This is an optimization exercise on Yosys and OpenROAD, whose aim is small area, a short achievable clock period and few clock cycles, not a production implementation.
At most, simulation tests tie the RTL to the original design; equivalence was not proved.

## ntwrk_size_tracker
module ntwrk_size_tracker
#(
    parameter int NUM_CONNS  = 8,
    parameter int NUM_POINTS = 1000,
    parameter int SIZE_W     = $clog2(NUM_POINTS) + 1,
    parameter int TOP_K      = 3,
    parameter int PROD_W     = SIZE_W * TOP_K
) (
    input  logic              clk,
    input  logic              rst,
    input  logic              cmd_vld,
    output logic              cmd_rdy,
    input  ntwrk_size_pkg::ntwrk_size_cmd_t cmd,
    output logic              rsp_vld,
    input  logic              rsp_rdy,
    output logic [PROD_W-1:0] rsp_data,
    output logic              rsp_is_prod,
    output logic              busy,
    output logic              err
);
    localparam int N  = 8;
    localparam int W  = 11;
    localparam int R  = 3;                
    localparam int ND = (W + R - 1) / R;  
    localparam int PW = 33;
    typedef enum logic [1:0] {E_IDLE, E_P2, E_P3, E_MUL} eng_e;
    logic [W-1:0] size_q [N];
    logic [N-1:0] vld;
    logic         err_q;
    logic         rdy_q;
    logic         pend_q, pend_upd_q;
    logic [W-1:0] pend_v_q;
    eng_e         eng_q;
    logic [W-1:0] t0_q, t1_q, t2_q;
    logic [N-1:0] excl_q;
    logic         ebusy_q, dirty_q, pia_q;
    logic         ph2_q, first_q;
    logic [1:0]   k_q;
    logic         rsp_vld_q, rsp_prod_q;
    logic [PW-1:0] acc_q;
    always_comb for (int i = 0; i < N; i++) vld[i] = |size_q[i];
    logic rsp_free;
    assign rsp_free = !rsp_vld_q || rsp_rdy;
    assign cmd_rdy     = rdy_q;
    assign busy        = !rdy_q;
    assign err         = err_q;
    assign rsp_vld     = rsp_vld_q;
    assign rsp_is_prod = rsp_prod_q;
    assign rsp_data    = acc_q;
  ...
Size: about 190 flip-flops, about 53 I/O pins, roughly 16000 um2 of cells after synthesis.
make LEC_CHECK=0 CAP_MARGIN=20 CORE_MARGIN=2 CORE_UTILIZATION=40 SETUP_SLACK_MARGIN=4 SLEW_MARGIN=20 finish   # period 10.0 ns
run.sh (not shown) runs the stock make flow with config.mk's settings and CLKGATE_MAP_FILE= SYNTH_SCRIPT=/design/flow/synth_recipe.tcl, a recipe that flattens the netlist after the stock synthesis.
Testbench counts at the start, summed over its fixed seeds: cycles 6,298.
Edit:
Settings changed: SETUP_SLACK_MARGIN 4 to 3.
Register-to-register slack got worse by 0.38 ns.
Worst setup slack got worse by 0.38 ns.
Clock skew grows by 0.011 ns.
Non-clock buffer count shrinks by 118.
Sequential share of layout area grows by 2.8 points.
Count of clock-buffer cells in the layout shrinks by 1.
Synthesized cell count is unchanged.
Die area does not change.
Worst hold slack got worse by 0.011 ns.
Edit:
Settings changed: CORE_UTILIZATION 40 to 70.
What happened: The changed run ran to the end with no violations. Routed wire length goes down by 1.3%. First-iteration DRC count goes up by 81%. Utilization increases by 34 points. Design area shrinks by 0.67%. Synthesized cell count stays the same.
Edit:
Settings changed: CORE_UTILIZATION 70 to 40, SETUP_SLACK_MARGIN 3 to 3.5.
What happened: Setup slack gains 0.72 ns; worst hold slack loses 0.0048 ns; first-iteration DRC count came out lower by 38%; final cell count came out higher by 12%; die area came out higher by 73%.


ntwrk_size_tracker, a different RTL version from the one above (not shown whole).
For scale: roughly 2100 cells after synthesis, roughly 53 I/O pins, about 0.017 mm² of cells after synthesis.
clock: 10.0 ns
lec_check: 0
abc_clock_period_in_ps: 2500
cap_margin: 20
core_margin: 2
core_utilization: 40
setup_slack_margin: 5
slew_margin: 20
Change:
--- a/flow/config.mk
+++ b/flow/config.mk
@@ -8 +7,0 @@
-export ABC_CLOCK_PERIOD_IN_PS = 2500
@@ -12 +10,0 @@
-export SETUP_SLACK_MARGIN = 5
- The new run passed the timing, design-rule and antenna checks
- via count came out lower by 11%
- first-iteration DRC count came out lower by about 0.32%
- die area does not change
- utilization came out lower by 13 points
- cell count came out lower by 8.9%
- worst hold slack improves by 0.0051 ns
Change:
--- a/flow/config.mk
+++ b/flow/config.mk
@@ -7,0 +8 @@
+export ABC_CLOCK_PERIOD_IN_PS = 4000
@@ -10,0 +12 @@
+export SETUP_SLACK_MARGIN = 5
Result: First-iteration DRC count grows by 0.32%. Design area grows by 29%. Synthesized cell count is unchanged. Critical path depth shrinks by 3. Sequential cell count does not change.
Function was not checked in any run of this note: the RTL went through the layout flow alone.

==> what the ideal ports hide <==
The flow's constraints put no driver on any port. The routed layouts listed below were extracted and timed again, unchanged, in two steps.
Step 1, drivers: a clkbuf_16 drives clk and a buf_2 each remaining input, both assumed.
Step 2 times the ports against the registers' clock, not the clock port: input delays grow and output delays shrink by t, the midpoint of the rising clock arrivals with the driver on.
a / b / c = ideal ports / drivers / drivers and shift; a / b = the first two.
| run | shift t [ns] | setup WS [ns] | worst setup path at the end | clock arrival spread, ns | worst data-port slew with drivers (ns) |
|---|---|---|---|---|---|
| the first run of note 1 | 0.561 | 3.600 / 3.600 / 3.600 | register to register | 0.015 / 0.015 | 0.04 |
| the second run of note 1 | 0.556 | 3.220 / 3.220 / 2.789 | input to register | 0.026 / 0.026 | 0.04 |
| the third run of note 1 | 0.507 | 2.846 / 2.846 / 2.660 | input to register | 0.013 / 0.014 | 0.03 |
| the fourth run of note 1 | 0.534 | 3.566 / 3.566 / 3.282 | input to register | 0.017 / 0.017 | 0.04 |
| the first run of note 2 | 0.527 | 3.666 / 3.666 / 3.666 | register to register | 0.018 / 0.018 | 0.06 |
| the second run of note 2 | 0.536 | 1.821 / 1.821 / 1.821 | register to register | 0.012 / 0.012 | 0.03 |
| the third run of note 2 | 0.527 | 3.666 / 3.666 / 3.666 | register to register | 0.018 / 0.018 | 0.06 |
After both steps setup and hold are still met in every run listed. For the second run of note 1, which loses most, drivers alone change the setup slack by 0.000 ns; drivers and shift together by -0.431 ns.
